What follows belongs to an exercise in optimizing a design on an open flow for small area, a short achievable clock period and few clock cycles per item; a production flow would make more cautious choices. The RTL was checked by simulation tests, not by an equivalence proof against the original design. No activity file was given, so power comes from the tool's default toggle rates.

==> flow/design.v (outline; a module is shown in full before it is edited, if it fits) <==
// module matrix_op_engine: 2445 lines
module matrix_op_engine #(
  parameter int DW      = 32,
  parameter int AW      = 8,
  parameter int MAX_DIM = 5,
  parameter int A_BASE  = 0,
  parameter int B_BASE  = 32,
  parameter int C_BASE  = 64
) (
  input  logic                clk,
  input  logic                rst_n,
  input  logic                start,
  input  logic [2:0]          op,
  input  logic [DW-1:0]       scalar,
  output logic                busy,
  output logic                done,
  output logic                err,
  output logic [31:0]         cycle_cnt,
  output logic                mem_we,
  output logic [AW-1:0]       mem_addr,
  output logic [DW-1:0]       mem_wdata,
  input  logic [DW-1:0]       mem_rdata
);
  // ...
==> flow/flow/run.sh <==
#!/bin/bash
bash standard.sh SETUP_SLACK_MARGIN=6.0 "BUFFER_PORTS_ARGS=-buffer_cell sky130_fd_sc_hd__buf_1" \
  "CTS_ARGS=-sink_clustering_enable -repair_clock_nets -dont_use_dummy_load -buf_list sky130_fd_sc_hd__clkbuf_8 -sink_clustering_size 16 -sink_clustering_max_diameter 100" \
  finish > standard.log 2>&1
==> flow/standard.sh <==
#!/bin/bash
# synth_recipe.tcl (not shown) runs the flow's synth.tcl, then flattens the netlist and writes it again
# the make line also repeats each setting of config.mk as NAME=value (left out here)
make -C /OpenROAD-flow-scripts/flow DESIGN_CONFIG=/design/flow/config.mk WORK_HOME=/design/flow/orfs CLKGATE_MAP_FILE= SYNTH_SCRIPT=/design/flow/synth_recipe.tcl "${@:-finish}"
==> flow/config.mk <==
export PLATFORM = sky130hd
export DESIGN_NAME = matrix_op_engine
export DESIGN_NICKNAME = matrix_op_engine
export VERILOG_FILES = /design/flow/design.v
export SDC_FILE = /design/flow/constraint.sdc
export NUM_CORES = 4
export LEC_CHECK = 0
export CAP_MARGIN = 20
export CORE_MARGIN = 2
export CORE_UTILIZATION = 70
export SETUP_SLACK_MARGIN = 5
export SLEW_MARGIN = 20
==> flow/constraint.sdc <==
create_clock -name core_clock -period 10.0 [get_ports {clk}]
set_input_delay 2.0000 -clock core_clock [delete_from_list [all_inputs] [get_ports {clk}]]
set_output_delay 2.0000 -clock core_clock [all_outputs]
set_load 0.01 [all_outputs]
==> flow_summary.ini, run 1 <==
[outcome]
outcome = finished clean

[power]
p_per_area_mw_per_mm2 = 191.8
p_seq_w = 0.00209
leakagePower_nw = 11.00
power.internal_w = 0.002972

[route]
dr_wl_met2_mm = 38.50
drt-initial-drc-count = 2284
vias_per_cell = 6.323

[critical_path]
path_class = reg2reg
ff2ff_setup_slack_ns = 6.05
critPathMaxStageDelay_ns = 0.52
arrival_ns = 4.49

[clock_tree]
cts_resized = 38

[timing]
finalClockSkew_ns = 0.07538
max_slew_margin = 0.2407
tightest_slew_ns = 1.131

[floorplan]
start_util = 0.7102
die-area_mm2 = 0.04081

[placed_design]
hpwl_mm = 57.44
dp.cells = 3370

[global_routing]
grt_max_degree = 64
antenna_found_initial = 2

[synth]
synth_mux_area_frac = 0.03246
synth_top_family_by_area = adder cells
yosysWarnings = 1

[layout]
nonClkBufAreaFrac = 0.03722
layout_common_cells = nand2_1 (443), fa_1 (352), inv_1 (293), dfxtp_1 (191), nor2_1 (123)
multiInputGateArea_mm2 = 0.01841
postLayoutCoreUtil = 0.7534
nNetsFinal = 3453

[flow_run]
maxCapViolCount = 0

[worst_hold_path]
hold_path_startpoint = t_ph1_q
Testbench counts, summed over its fixed seeds: cycles 17,889, ops 480.
==> run 2, diff against run 1 <==
--- a/flow/design.v
+++ b/flow/design.v
@@ -53,34 +53,35 @@
   logic          t_ldp_q, t_ldq_q, t_ldw_q, t_mac_q, t_chk_q, t_clr_q, t_ph1_q, t_last_q;
   logic          m0_q, m0_clr_q, m0_ph1_q, m0_last_q;
   logic          m1_q, m1_last_q;
   logic          cpa_q;
   logic [31:0]   p_q, q_q, x_q, s_q, c_q, w_q;
   logic          t_ldx_q, r_ldx_q;    
   logic          m0c_q;               
   logic [2:0] c_rows, c_cols, imax, jmax, umax, vmax;
+  logic [2:0] imax_q, jmax_q, umax_q, vmax_q;
   logic [4:0] n_el, n_el_q;
   logic       known2_q;        
   logic       legal, four_hdr, lin, mconv, sclike;
   always_comb begin
     if (is_tr_q) begin
       c_rows = an_q; c_cols = am_q;
     end else if (is_mu_q) begin
       c_rows = am_q; c_cols = bn_q;
     end else if (is_cv_q) begin
       c_rows = am_q - bm_q + 3'd1; c_cols = an_q - bn_q + 3'd1;
     end else begin
       c_rows = am_q; c_cols = an_q;
     end
     n_el = dim_mul(c_rows, c_cols);    
-    imax = c_rows - 3'd1;
-    jmax = c_cols - 3'd1;
-    vmax = is_mu_q ? an_q - 3'd1 : bn_q - 3'd1;
-    umax = is_cv_q ? bm_q - 3'd1 : 3'd0;
+    imax = imax_q;
+    jmax = jmax_q;
+    vmax = vmax_q;
+    umax = umax_q;
     four_hdr = !(is_tr_q || is_sc_q);
     lin      = is_tr_q || is_add_q || is_sc_q || cv1_q;
     mconv    = (is_mu_q || is_cv_q) && !cv1_q;
     sclike   = is_sc_q || cv1_q;
     legal = legal_q;
   end
   function automatic logic [4:0] elem_off(input logic [2:0] r, input logic [2:0] n,
                                           input logic [2:0] c);
@@ -2383,30 +2384,39 @@
         end
       end
     end
     if (hdr_v_q) begin
       case (hdr_k_q)
         2'd0: begin
           am_q   <= mem_rdata[2:0];
           amok_q <= dim_ok(mem_rdata);
+          imax_q <= mem_rdata[2:0] - 3'd1;
+          umax_q <= 3'd0;
         end
         2'd1: begin
           an_q    <= mem_rdata[2:0];
+          vmax_q  <= mem_rdata[2:0] - 3'd1;
           aok_q   <= amok_q && dim_ok(mem_rdata);
           legal_q <= amok_q && dim_ok(mem_rdata) && (is_tr_q || is_sc_q);
         end
         2'd2: begin
           bm_q  <= mem_rdata[2:0];
+          if (is_cv_q) begin
+            imax_q <= am_q - mem_rdata[2:0];
+            umax_q <= mem_rdata[2:0] - 3'd1;
+          end
           pok_q <= aok_q && dim_ok(mem_rdata) &&
                    ((is_add_q && mem_rdata[2:0] == am_q) || (is_mu_q && mem_rdata[2:0] == an_q) ||
                     (is_cv_q && mem_rdata[2:0] <= am_q));
         end
         default: begin
           bn_q    <= mem_rdata[2:0];
+          jmax_q  <= is_cv_q ? an_q - mem_rdata[2:0] : mem_rdata[2:0] - 3'd1;
+          if (is_cv_q) vmax_q <= mem_rdata[2:0] - 3'd1;
           legal_q <= pok_q && dim_ok(mem_rdata) &&
                      ((is_add_q && mem_rdata[2:0] == an_q) || is_mu_q ||
                       (is_cv_q && mem_rdata[2:0] <= an_q));
         end
       endcase
     end
     n_el_q    <= n_el;
     known2_q  <= known_q && busy_q;
==> flow/flow/run.sh (replaced) <==
#!/bin/bash
bash standard.sh SETUP_SLACK_MARGIN=6.0 "BUFFER_PORTS_ARGS=-buffer_cell sky130_fd_sc_hd__buf_2" \
  "CTS_ARGS=-sink_clustering_enable -repair_clock_nets -dont_use_dummy_load -buf_list sky130_fd_sc_hd__clkbuf_8 -sink_clustering_size 16 -sink_clustering_max_diameter 100" \
  finish > standard.log 2>&1
==> flow/config.mk (replaced) <==
export PLATFORM = sky130hd
export DESIGN_NAME = matrix_op_engine
export DESIGN_NICKNAME = matrix_op_engine
export VERILOG_FILES = /design/flow/design.v
export SDC_FILE = /design/flow/constraint.sdc
export NUM_CORES = 4
export LEC_CHECK = 0
export CAP_MARGIN = 20
export CORE_MARGIN = 2
export CORE_UTILIZATION = 65
export SETUP_SLACK_MARGIN = 5
export SLEW_MARGIN = 20
==> run 2 against run 1 <==
  * Still clean
  * Cell count is 1.5% higher
  * Sequential share of layout area grew 1.1 points
  * Core utilization down 5.7 points
  * Wire length grew 0.33%
  * Global-route usage down 2.0 points
  * Fmax shrank 0.74%
  * Non-clock buffer count down 14
  * Via count is 0.12% higher
  * Setup slack got worse by 0.029 ns
  * Largest cell class unchanged
  * Largest power group unchanged
==> flow_summary.ini, run 2 <==
[worst_hold_path]
hp-class = reg2reg
hold_path_startpoint = t_ph1_q
holdPathEnd = m0_ph1_q
holdPathStages = 0

[clock_tree]
clockRootBuffer = clkbuf_8
htreeDepth = 1
numCtsBuffers = 26
holdBufCountCts = 0
cts_sinks = 342
clk_path_buf_depth = 3
insertion_delay_ns = 0.67
cts_tree = yes
cts.reportedPaths.clkPinSlew_ns = 0.10

[critical_path]
arrival_ns = 4.52
r2r_cells = 13
endpoint_kind = flop
cp_max_fo = 25
ff2ff_setup_slack_ns = 6.02
critPathLaunchType = flop
crit_top_cell = fa_1
worstPathCellList = buf_4 > and2_1 > fa_1 > inv_1 > fa_1 > fa_1 > fa_1 > fa_1 > xnor2_2 > xnor2_2 > xnor2_1 > xnor2_1 > xnor2_1
crit_required_ns = 10.53
r2r-end = c_q[31]
crit_slowest_cell = fa_1
path_class = reg2reg
critPathMaxStageDelay_ns = 0.54
r2r-start = q_q[7]

[floorplan]
start_util = 0.6613
die_w_um = 210.8
core_area_mm2 = 0.04204
die-area_mm2 = 0.04444
ios = 146
die_h_um = 210.8
fp-row-count = 75

[layout]
layout_commonest_cell = nand2_1
layout_common_cells = nand2_1 (432), fa_1 (369), inv_1 (300), dfxtp_1 (191), nor2_1 (142)
drive_gt1_frac = 0.1020
n_antenna_cell = 0
nNetsFinal = 3484
syn_to_final_growth_pct = 5.275

[timing]
hold_viol = 0
finalCriticalPeriod_ns = 3.984
rsz0062_at_grt = true
setup_viol = 0
max_slew_margin = 0.3000
fin_crit_sh = 0.3984
tightest_slew_ns = 1.037
fmax_mhz = 251.0
slew_violations = 0
finalClockSkew_ns = 0.06639
fin_setup_tns_ns = 0

[synth]
yosys.area.top_type = fa_1
syn-cell-area_mm2 = 0.02780
synth.top_cell.area_share = 0.2729
ys_async_sr_fraction = 0.1667
ys_ff_latch = 342
synth_ff_type = dfxtp_1
ys_types = 84
yosysWarnings = 1
netlist_top_cells_count = nand2_1 (432), fa_1 (379), inv_1 (300)
synth-seq-area-share = 0.2796
yosysMostFrequentCell = nand2_1
synth_edf_count = 64
syn_inst = 2905
postSynthAreaPerCell_um2 = 9.569
synth_area_leaders = fa_1 (27%), dfxtp_1 (16%), edfxtp_1 (6.9%), nand2_1 (5.8%), dfrtp_1 (5.1%)

[global_routing]
antenna_found_initial = 0
grt-ovfl-total = 0
grt_pass1_vias = 22540
track_usage = 0.3723
grt_max_degree = 64
grt_pass1_wl_mm = 126.5

[power]
ir_drop_uv = 197.4
total_power_w = 0.005493
leakagePower_nw = 11.31
p_per_area_mw_per_mm2 = 187.7

[outcome]
outcome = finished clean

[route]
num_vias = 21590
routed_wl_mm = 80.20
vias_per_cell = 6.235
postRouteAntennaNets = 0
drt-initial-drc-count = 1903
dr.pass1.iters = 6
wire_per_inst_um = 23.17
drc = 0

[placed_design]
port_buffers = 122
hpwl_mm = 58.99
gp_congestion = 0.9581

[flow_run]
maxCapViolCount = 0
## run 2: cell count changes after synthesis, sizes merged, moves of 12 or more
cell	change
clkbuf	+19
nand2	-12
a21oi	+21
o21ai	+13
nor2	+17
buf	-13
edfxtp	+12
## run 2: cell families after synthesis
kind of cell,count (synthesis),share of synthesized area
muxes,77,0.02930
xor gates and xnor gates,96,0.03128
DFF,342,0.2796
AOI/OAI and AO/OA,430,0.09902
other,1,0.0001349
and+or+nand+nor,978,0.1680
adders and majority gates,490,0.3228
buffers and inverters,491,0.06990
## run 2: how the worst max path moves through the flow
stage            from  endpoint  slack [ns]  cells after the start
2_1_floorplan  q_q[3]   c_q[14]        6.06                     10
3_3_place_gp   q_q[5]   c_q[15]        5.61                     10
3_5_place_dp   q_q[5]   c_q[15]        5.51                     10
4_1_cts         m0c_q   c_q[31]        5.97                     14
5_1_grt         m0c_q   c_q[31]        5.84                     14
6_report       q_q[7]   c_q[31]        6.02                     13
## run 2: worst max-delay path, delay by kind of cell (launching register included)
kind / cells / cell delay (ns)
simple gates: 1 / 0.21
flops: 1 / 0.31
buf+inv: 2 / 0.28
fa+ha+maj: 5 / 2.28
xor+xnor: 5 / 0.78
## run 2: report_power, final
part / leakage [nW] / switching, W / total (W) / internal (W)
logic: 7.97 / 0.00164 / 0.00259 / 0.000954
registers: 3.16 / 0.000430 / 0.00221 / 0.00178
clock network: 0.187 / 0.000461 / 0.000694 / 0.000232
total: 11.3 / 0.00253 / 0.00549 / 0.00297
## run 2: layer usage
layer	part of all wire	global-route usage
met4	0.059	0.1863
met3	0.089	0.07136
met1	0.37	0.4620
met2	0.48	0.6271
met5	0	0
## run 2: cell type report
type                    instances  area [µm²]
well taps                     539       674.4
fillers                      3302       12770
multi-input cells            2094       18290
inverters                     301        1130
repair buffers                160       960.9
flip-flops and latches        342        7853
clock buffers                  26       357.8
## run 2: stage by stage
stage,util,cell area [µm²],std cells,worst slack (ns),hold WS [ns]
after floorplan,-,27880,2927,6.059,0.3096
after global placement,0.6805,28610,3430,5.611,0.3194
after detailed placement,0.6810,28630,3431,5.510,0.3219
after CTS,0.6910,29050,3457,5.969,0.3429
after global routing,0.6961,29270,3462,5.837,0.3479
final,0.6961,29270,3462,6.016,0.3411
## run 2: timing repair
| item | in CTS | in global routing |
|---|---|---|
| endpoints found under the setup margin | 39 | 36 |
| gates resized for setup | 35 | 43 |
| setup buffers | 0 | 4 |
| gates cloned | 0 | 1 |
| pin swaps | 0 | 6 |
Testbench counts of run 2, summed over its fixed seeds: cycles 17,889, ops 480.

[what the ideal ports hide]
The flow's constraints put no driver on any port. The routed layouts listed below were extracted and timed again, unchanged, in two steps. Step 1: set_driving_cell puts a clkbuf_16 on clk and a buf_2 on each other input, an assumption about the parent block. Step 2 adds t to the input delays and takes it off the output delays; t is the mean of the earliest and latest rising clock arrival at the registers after step 1. Input paths then give back, and output paths get back, about the clock's delay inside the block. a / b / c = ideal ports / drivers / drivers and shift; a / b = the first two.
run	t, ns	slack for setup (ns)	latest minus earliest clock arrival (ns)
run 1	0.675	6.045 / 6.045 / 5.866	0.076 / 0.076
run 2	0.688	6.016 / 6.016 / 5.952	0.066 / 0.066
After both steps setup and hold are still met in every run listed. The setup slack of run 1, which loses most, moves by 0.000 ns with the drivers and by -0.179 ns with both steps.
